Source: an optimization exercise on an open RTL-to-GDS flow (aim: small area and few clock cycles per item). Production flows keep margins and buffers that such runs may drop. Function was checked by simulation only, so behaviour that the tests miss may differ from the original. Power figures rest on the tool's default switching activity, not on a simulated workload.

## dot_top
module dot_top (
    input  logic        clk,
    input  logic        rst,
    input  dot_pkg::sample_vec_t a_data,
    input  logic        a_last,
    input  logic        a_valid,
    output logic        a_ready,
    input  dot_pkg::sample_vec_t b_data,
    input  logic        b_valid,
    output logic        b_ready,
    output dot_pkg::sum_t        out_data,
    output logic        out_last,
    output logic        out_valid,
    input  logic        out_ready
);
export LEC_CHECK = 0
export CAP_MARGIN = 20
export CORE_MARGIN = 2
export CORE_UTILIZATION = 40
export SLEW_MARGIN = 20
export SYNTH_HIERARCHICAL = 1
export SYNTH_MINIMUM_KEEP_SIZE = 0
create_clock -name core_clock -period 5.5 [get_ports {clk}]
standard.sh (not shown) runs the stock make flow with config.mk's settings and CLKGATE_MAP_FILE= SYNTH_SCRIPT=/design/flow/synth_recipe.tcl, a recipe that flattens the netlist after the stock synthesis.
==> flow/flow/run.sh <==
#!/bin/bash
# The standard layout (the standard.sh, all of it), with two changes:
# the port buffers are the smallest buffer cell, and before floorplanning
# every combinational cell is set to its smallest drive strength
# (flow/downsize.tcl); the flow's repair steps size cells up where timing
# needs it. Every tool's output is in standard.log here and in ORFS's own
# logs under orfs/logs.
set -e
export BUFFER_PORTS_ARGS="-buffer_cell sky130_fd_sc_hd__buf_1"
export PRE_FLOORPLAN_TCL="$PWD/flow/downsize.tcl"
export GLOBAL_PLACEMENT_ARGS="-keep_resize_below_overflow 0"
bash standard.sh > standard.log 2>&1
==> flow/flow/downsize.tcl <==
# Run before floorplanning (PRE_FLOORPLAN_TCL): put every combinational cell
# in the smallest drive strength of its footprint. Floorplanning's timing
# repair and the later repair steps size up again where timing needs it.
set db [ord::get_db]
set block [ord::get_db_block]
set dont_use [split $::env(DONT_USE_CELLS)]
set swapped 0
foreach inst [$block getInsts] {
  set m [$inst getMaster]
  if { [$m isSequential] } { continue }
  set name [$m getName]
  if { ![regexp {^(sky130_fd_sc_hd__[a-z0-9]+)_([0-9]+)$} $name -> base drive] } { continue }
  set best $m
  foreach d {0 1 2} {
    set cand [$db findMaster ${base}_$d]
    if { $cand eq "NULL" } { continue }
    if { [lsearch -exact $dont_use ${base}_$d] >= 0 } { continue }
    if { [$cand getWidth] < [$best getWidth] } { set best $cand }
  }
  if { $best ne $m } {
    $inst swapMaster $best
    incr swapped
  }
}
puts "downsize.tcl: swapped $swapped cells to a smaller drive strength"
Testbench counts at the start, summed over its fixed seeds: cycles 16,008, items 16,000.
Edit:
--- a/flow/flow/run.sh
+++ b/flow/flow/run.sh
@@ -11,0 +12 @@
+export CTS_ARGS="-sink_clustering_enable -repair_clock_nets -root_buf sky130_fd_sc_hd__clkbuf_8 -buf_list sky130_fd_sc_hd__clkbuf_8 -dont_use_dummy_load -sink_clustering_size 40 -sink_clustering_max_diameter 300"
Effect:
- die area stays the same
- sequential power is about the same
- worst setup slack loses 17 ps
- routed wire length is about the same
- critical path depth is unchanged
- sequential share of layout area barely changes
- worst hold slack is about the same
- design area decreases by 0.49%

========
dot_top again, from the RTL that the note above started with.
Settings: LEC_CHECK=0, CAP_MARGIN=20, CORE_MARGIN=2, CORE_UTILIZATION=40, GPL_TIMING_DRIVEN=0, SLEW_MARGIN=20, SYNTH_HIERARCHICAL=1, SYNTH_MINIMUM_KEEP_SIZE=0; clock period 5.5 ns.
==> flow/flow/run.sh <==
#!/bin/bash
# The standard layout (the standard.sh, all of it), with two changes:
# the port buffers are the smallest buffer cell, and before floorplanning
# every combinational cell is set to its smallest drive strength
# (flow/downsize.tcl); the flow's repair steps size cells up where timing
# needs it. Every tool's output is in standard.log here and in ORFS's own
# logs under orfs/logs.
set -e
export BUFFER_PORTS_ARGS="-buffer_cell sky130_fd_sc_hd__buf_1"
export PRE_FLOORPLAN_TCL="$PWD/flow/downsize.tcl"
bash standard.sh > standard.log 2>&1
Scripts as last shown in full above: flow/flow/downsize.tcl
The first run completed without violations.
Testbench counts at the start, summed over its fixed seeds: cycles 16,008, items 16,000.
Rerun with:
--- a/flow/flow/run.sh
+++ b/flow/flow/run.sh
@@ -10,0 +11,2 @@
+export GLOBAL_PLACEMENT_ARGS="-keep_resize_below_overflow 0"
+export CTS_ARGS="-sink_clustering_enable -repair_clock_nets -root_buf sky130_fd_sc_hd__clkbuf_8 -buf_list sky130_fd_sc_hd__clkbuf_8 -dont_use_dummy_load"
GPL_TIMING_DRIVEN = default   (was 0)
Effect: Power came out lower by a few percent. Design area came out lower slightly. Critical path depth stays the same. Non-clock buffer count came out lower by 14. Combinational power came out lower by a few percent. Setup slack is better by 0.0066 ns. Sequential cell count does not change.
Rerun with:
--- a/flow/flow/run.sh
+++ b/flow/flow/run.sh
@@ -12,0 +13 @@
+export RECOVER_POWER=100
Outcome: The new run ran to the end with no violations. Combinational power hardly moves. Global-route usage stays the same. Clock power stays flat. Via count is about the same. Cell area hardly moves. Routed wire length is about the same. First-iteration DRC count is unchanged.
Rerun with:
--- a/flow/flow/run.sh
+++ b/flow/flow/run.sh
@@ -11,3 +10,0 @@
-export GLOBAL_PLACEMENT_ARGS="-keep_resize_below_overflow 0"
-export CTS_ARGS="-sink_clustering_enable -repair_clock_nets -root_buf sky130_fd_sc_hd__clkbuf_8 -buf_list sky130_fd_sc_hd__clkbuf_8 -dont_use_dummy_load"
-export RECOVER_POWER=100
Result: Non-clock buffer count rose by 28; design area rose by 2.7%; flip-flop and latch count is unchanged; power rose by 1.7%; final cell count rose by 3.3%; worst hold slack is worse by 0.0083 ns; die area is unchanged; clock power rose by about 60%; routed wire length rose by 0.89%; combinational power barely changes.

==> separate check: timing with driven ports <==
The flow's constraints put no driver on any port. The routed layouts listed below were extracted and timed again, unchanged, in two steps. Step 1 sets driving cells, clkbuf_16 on the clock port and buf_2 on the other inputs (assumed; they add their load-dependent delay and slew). Step 2 moves the port delays by t, midway between the first and last clock arrival at a register: inputs arrive t later, outputs are due t later. That takes back most of the time a late clock gives input paths. Three values: no drivers, after step 1, after step 2; two values: the first two.
run	t (ns)	slack for setup (ns)	latest minus earliest clock arrival (ns)	pins driven straight from the clock port
the first run of note 1	0.286	0.218 / 0.227 / -0.060	0.003 / 0.003	1
the second run of note 1	0.283	0.201 / 0.203 / -0.080	0.006 / 0.006	1
the first run of note 2	0.286	0.194 / 0.198 / -0.088	0.002 / 0.002	1
the second run of note 2	0.283	0.201 / 0.203 / -0.080	0.006 / 0.006	1
the third run of note 2	0.283	0.204 / 0.207 / -0.076	0.006 / 0.006	1
the fourth run of note 2	0.287	0.487 / 0.492 / 0.205	0.002 / 0.001	1
Met with ideal ports but missed after step 2: setup timing in 5 of these runs.
